Context: an optimization exercise on an open-source flow, tuned for small area, a short achievable clock period and few clock cycles per item. The choices shown serve that exercise and are no tape-out recipe.
Only simulation tests tie the RTL to the original design; equivalence was not proved.
Power figures rest on the tool's default switching activity, not on a simulated workload.

// pe_injection_port
module pe_injection_port #(
    parameter int phit_size               = noc_pkg::PHIT_SIZE,
    parameter int flit_size               = 1,
    parameter int addr_length             = 8,
    parameter int addr_place_in_header    = 0,
    parameter int no_vc                   = 8,
    parameter int floorplusone_log2_no_vc = noc_pkg::VC_IDX_W,
    parameter int buf_depth               = 4
) (
    input  logic                               clk,
    input  logic                               full_reset,
    input  logic [phit_size-1:0]               in_data,
    input  logic                               in_sent_req,
    input  logic                               in_new,
    input  logic [floorplusone_log2_no_vc-1:0] in_vc_no,
    output logic                               out_ready,
    output logic [phit_size-1:0]               out_data,
    output logic                               out_sent_req,
    output logic                               out_new,
    output logic                               out_tail,
    output logic [floorplusone_log2_no_vc-1:0] out_vc_no,
    input  logic                               in_ready,
    output logic [addr_length-1:0]             out_dest_addr,
  ...
For scale: about 0.033 mm² of cells after synthesis.
==> flow/config.mk <==
export PLATFORM = sky130hd
export DESIGN_NAME = pe_injection_port
export DESIGN_NICKNAME = pe_injection_port
export VERILOG_FILES = /design/flow/design.v
export SDC_FILE = /design/flow/constraint.sdc
export NUM_CORES = 4
export LEC_CHECK = 0
export CAP_MARGIN = 20
export CORE_MARGIN = 2
export CORE_UTILIZATION = 75
export CTS_CLUSTER_DIAMETER = 100
export CTS_CLUSTER_SIZE = 25
export SETUP_SLACK_MARGIN = 3.55
export SLEW_MARGIN = 20
export SYNTH_HIERARCHICAL = 1
==> flow/constraint.sdc <==
create_clock -name core_clock -period 7.0 [get_ports {clk}]
set_input_delay 1.4000 -clock core_clock [delete_from_list [all_inputs] [get_ports {clk}]]
set_output_delay 1.4000 -clock core_clock [all_outputs]
set_load 0.01 [all_outputs]
standard.sh (not shown) runs the stock make flow with config.mk's settings and CLKGATE_MAP_FILE= SYNTH_SCRIPT=/design/flow/synth_recipe.tcl, a recipe that flattens the netlist after the stock synthesis.
==> flow/flow/run.sh <==
#!/bin/bash
# The standard layout (standard.sh, unchanged synthesis and steps), with one
# change: the port buffers that global placement inserts are plain
# sky130_fd_sc_hd__buf_1 cells instead of the delay buffers buffer_ports
# picks by default; timing repair still resizes them where needed.
# All of ORFS's output goes to standard.log here, and its per-step logs stay
# under orfs/logs/.
set -euo pipefail
export BUFFER_PORTS_ARGS="-buffer_cell sky130_fd_sc_hd__buf_1"
bash standard.sh > standard.log 2>&1
The baseline produced a clean layout.
Testbench counts at the start, summed over its fixed seeds: cycles 10,595, packets 2,400.
Then changed:
- CORE_UTILIZATION: 75 -> 60
What happened:
- The changed run produced a clean layout
- setup slack is better by 0.027 ns
- die area climbs by a quarter to a third
- utilization is lower by 16 points
- sequential power stays flat
- cell area rose slightly
- non-clock buffer count grows by 24
- routed wire length is higher by a few percent
- sequential share of layout area drops by 0.73 points
- hold slack is about the same
- area after synthesis is unchanged

try-juniper:
The RTL this note starts from:
==> flow/design.v <==
package noc_pkg;
    localparam int PHIT_SIZE          = 16;
    localparam int VC_IDX_W           = 4;
    localparam int LENGTH_PHIT_INDEX  = 1;
    localparam int LENGTH_FIELD_WIDTH = 16;
    localparam int CNT_W              = 17;
    typedef logic [PHIT_SIZE-1:0] phit_t;
    typedef logic [VC_IDX_W-1:0]  vc_idx_t;
    typedef enum logic {
        ARB  = 1'b0,
        SEND = 1'b1
    } out_state_t;
    function automatic logic [CNT_W-1:0] pkt_phits(
        input logic [LENGTH_FIELD_WIDTH-1:0] len,
        input int                            fs
    );
        logic [CNT_W-1:0] p;
        p = CNT_W'(len * fs);
        if (p < CNT_W'(2)) p = CNT_W'(2);
        pkt_phits = p;
    endfunction
endpackage
module inj_vc_fifo #(
    parameter int W     = 17,
    parameter int DEPTH = 4
) (
    input  logic         clk,
    input  logic         rst,
    input  logic         push,
    input  logic [W-1:0] din,
    input  logic         pop,
    input  logic         rsel,
    output logic [W-1:0] dout,
    output logic         full,
    output logic         empty
);
    localparam logic [7:0] CODES = 8'b10_11_01_00;
    logic [W-1:0] mem [4];
    logic [1:0]   wp, rp, wp_n, rp_n;
    assign wp_n = {wp[0], ~wp[1]};
    assign rp_n = {rp[0], ~rp[1]};
    always_comb begin
        dout = '0;
        for (int i = 0; i < 4; i++)
            dout = dout | (mem[i] & {W{rsel & (rp == CODES[2*i +: 2])}});
    end
    always_ff @(posedge clk) begin
        if (rst) begin
            wp    <= 2'b00;
            rp    <= 2'b00;
            full  <= 1'b0;
            empty <= 1'b1;
        end else begin
            if (push) wp <= wp_n;
            if (pop)  rp <= rp_n;
            if (push & ~pop) begin
                empty <= 1'b0;
                full  <= (wp_n == rp);
            end
            if (pop & ~push) begin
                full  <= 1'b0;
                empty <= (rp_n == wp);
            end
        end
    end
    for (genvar i = 0; i < 4; i++) begin : g_ent
        always_ff @(posedge clk) begin
            if (push && wp == CODES[2*i +: 2]) mem[i] <= din;
        end
    end
endmodule
module pe_injection_port #(
    parameter int phit_size               = noc_pkg::PHIT_SIZE,
    parameter int flit_size               = 1,
    parameter int addr_length             = 8,
    parameter int addr_place_in_header    = 0,
    parameter int no_vc                   = 8,
    parameter int floorplusone_log2_no_vc = noc_pkg::VC_IDX_W,
    parameter int buf_depth               = 4
) (
    input  logic                               clk,
    input  logic                               full_reset,
    input  logic [phit_size-1:0]               in_data,
    input  logic                               in_sent_req,
    input  logic                               in_new,
    input  logic [floorplusone_log2_no_vc-1:0] in_vc_no,
    output logic                               out_ready,
    output logic [phit_size-1:0]               out_data,
    output logic                               out_sent_req,
    output logic                               out_new,
    output logic                               out_tail,
    output logic [floorplusone_log2_no_vc-1:0] out_vc_no,
    input  logic                               in_ready,
    output logic [addr_length-1:0]             out_dest_addr,
    output logic                               protocol_error,
    output logic [31:0]                        no_packet_inject_report,
    output logic [31:0]                        stall_cycles_report
);
    localparam int LFW = noc_pkg::LENGTH_FIELD_WIDTH;
    localparam int VW  = floorplusone_log2_no_vc;
    localparam int SW  = $clog2(no_vc);
    localparam int EW  = phit_size + 1;
    logic [no_vc-1:0] full, empty, push, pop, rsel;
    logic [EW-1:0]    head [no_vc];
    logic [no_vc-1:0] body, lenx;
    logic [LFW-1:0]   rem [no_vc];
    logic [SW-1:0]  iv;
    logic           in_range, sel_full, sel_body, sel_lenx;
    logic [LFW-1:0] sel_rem, rem_nxt;
    logic           wr, ok, last;
    assign iv       = in_vc_no[SW-1:0];
    assign in_range = (in_vc_no < VW'(no_vc));
    always_comb begin
        sel_full = 1'b1;
        sel_body = 1'b0;
        sel_lenx = 1'b0;
        sel_rem  = '0;
        for (int v = 0; v < no_vc; v++) begin
            if (iv == SW'(v)) begin
                sel_full = full[v];
                sel_body = body[v];
                sel_lenx = lenx[v];
                sel_rem  = rem[v];
            end
        end
    end
    assign out_ready = in_range & ~sel_full;
    assign wr        = in_sent_req & out_ready;
    assign ok        = in_new ^ sel_body;
    assign last      = ~in_new & (sel_lenx ? (in_data[LFW-1:0] < LFW'(3))
                                           : (sel_rem == '0));
    assign rem_nxt   = sel_lenx ? (in_data[LFW-1:0] - LFW'(3))
                                : (sel_rem - LFW'(1));
    for (genvar v = 0; v < no_vc; v++) begin : g_vc
        logic hit;
        assign hit     = wr & (iv == SW'(v));
        assign push[v] = hit & ok;
        always_ff @(posedge clk) begin
            if (full_reset) begin
                body[v] <= 1'b0;
                lenx[v] <= 1'b0;
            end else if (push[v]) begin
                body[v] <= in_new | ~last;
                lenx[v] <= in_new;
            end
        end
        always_ff @(posedge clk) begin
            if (push[v] & ~in_new) rem[v] <= rem_nxt;
        end
        inj_vc_fifo #(
            .W     (EW),
            .DEPTH (buf_depth)
        ) u_fifo (
            .clk   (clk),
            .rst   (full_reset),
            .push  (push[v]),
            .din   ({last, in_data}),
            .pop   (pop[v]),
            .rsel  (rsel[v]),
            .dout  (head[v]),
            .full  (full[v]),
            .empty (empty[v])
        );
    end
    logic                   o_valid, o_new, o_tail, lock;
    logic [phit_size-1:0]   o_data;
    logic [SW-1:0]          o_vc;
    logic [addr_length-1:0] o_dest;
    logic                   adv, found, avail;
    logic [no_vc-1:0]       win, cur;
    logic [SW-1:0]          sel;
    logic [EW-1:0]          s_head;
    always_comb begin
        found = 1'b0;
        win   = '0;
        for (int v = 0; v < no_vc; v++) begin
            if (!found && !empty[v] && (SW'(v) > o_vc)) begin
                found  = 1'b1;
                win[v] = 1'b1;
            end
        end
        for (int v = 0; v < no_vc; v++) begin
            if (!found && !empty[v] && (SW'(v) <= o_vc)) begin
                found  = 1'b1;
                win[v] = 1'b1;
            end
        end
    end
    always_comb begin
        sel = o_vc;
        for (int v = 0; v < no_vc; v++)
            if (win[v]) sel = SW'(v);
    end
    for (genvar v = 0; v < no_vc; v++) begin : g_cur
        assign cur[v] = (o_vc == SW'(v));
    end
    assign rsel  = lock ? cur : win;
    assign avail = lock ? ~|(cur & empty) : found;
    assign adv   = ~o_valid | in_ready;
    assign pop   = rsel & {no_vc{adv & avail}};
    always_comb begin
        s_head = '0;
        for (int v = 0; v < no_vc; v++) s_head = s_head | head[v];
    end
    always_ff @(posedge clk) begin
        if (full_reset) begin
            o_valid <= 1'b0;
            lock    <= 1'b0;
            o_vc    <= SW'(no_vc - 1);
        end else if (adv) begin
            o_valid <= avail;
            if (avail) begin
                o_vc <= lock ? o_vc : sel;
                lock <= ~lock | ~s_head[phit_size];
            end
        end
    end
    always_ff @(posedge clk) begin
        if (adv) begin
            o_data <= s_head[phit_size-1:0];
            o_tail <= s_head[phit_size];
            o_new  <= ~lock;
            if (!lock) o_dest <= s_head[addr_place_in_header +: addr_length];
        end
    end
    assign out_sent_req  = o_valid;
    assign out_data      = o_data;
    assign out_new       = o_new;
    assign out_tail      = o_tail;
    assign out_vc_no     = VW'(o_vc);
    assign out_dest_addr = o_dest;
    always_ff @(posedge clk) begin
        if (full_reset) protocol_error <= 1'b0;
        else if (wr & ~ok) protocol_error <= 1'b1;
    end
    logic [31:0] pkt_cnt, stall_cnt;
    always_ff @(posedge clk) begin
        if (full_reset) begin
            pkt_cnt   <= '0;
            stall_cnt <= '0;
        end else begin
            if (o_valid & in_ready & o_tail) pkt_cnt   <= pkt_cnt + 32'd1;
            if (in_sent_req & ~out_ready)    stall_cnt <= stall_cnt + 32'd1;
        end
    end
    assign no_packet_inject_report = pkt_cnt;
    assign stall_cycles_report     = stall_cnt;
endmodule
make LEC_CHECK=0 CAP_MARGIN=20 CORE_MARGIN=2 CORE_UTILIZATION=40 SETUP_SLACK_MARGIN=3.0 SLEW_MARGIN=20 finish   # period 7.0 ns
run.sh (not shown) runs the stock make flow with config.mk's settings and CLKGATE_MAP_FILE= SYNTH_SCRIPT=/design/flow/synth_recipe.tcl, a recipe that flattens the netlist after the stock synthesis.
Stock flow here: none of the scripts above is used.
Testbench counts of try-juniper, summed over its fixed seeds: cycles 10,595, packets 2,400.
Changes in try-indigo relative to try-juniper:
- changing SETUP_SLACK_MARGIN from 3.0 to 3.6
==> run summary <==
In the tables for try-indigo and try-juniper, clock-cell share of area reads higher with try-juniper.
The worst setup slack of try-indigo falls short of that of try-juniper by 0.029 ns.
Against try-juniper, the final cell area of try-indigo is higher.
try-indigo closes out successfully: all stages finished, all timing, DRC and antenna checks passed.
From try-juniper to try-indigo the numbers moved as follows: total power draw +0.58%; number of cells upsized or downsized after cts moved up.

[re-timing with driven ports]
How much do the figures lean on ideal ports? The routed layouts below were timed once more, with nothing changed but the port constraints. Step 1: set_driving_cell puts a clkbuf_16 on clk and a buf_2 on each other input, an assumption about the parent block. Step 2, shift: input delay + t, output delay - t, t = (earliest + latest rising clock arrival at the registers) / 2. This alone moves slack from input paths to output paths. Slacks: ideal ports / drivers / drivers and shift; pairs: ideal ports / drivers.
| run | shift t [ns] | slack for setup (ns) | worst slew at a driven data input, ns |
|---|---|---|---|
| the first run of note 1 | 0.656 | 3.450 / 3.296 / 2.931 | 0.18 |
| the second run of note 1 | 0.651 | 3.478 / 3.335 / 2.832 | 0.18 |
| try-juniper | 0.704 | 2.999 / 2.774 / 2.366 | 0.23 |
| try-indigo | 0.706 | 2.970 / 2.899 / 2.585 | 0.16 |
After both steps setup and hold are still met in every run listed. For the second run of note 1, which loses most, drivers alone change the setup slack by -0.143 ns; drivers and shift together by -0.646 ns.
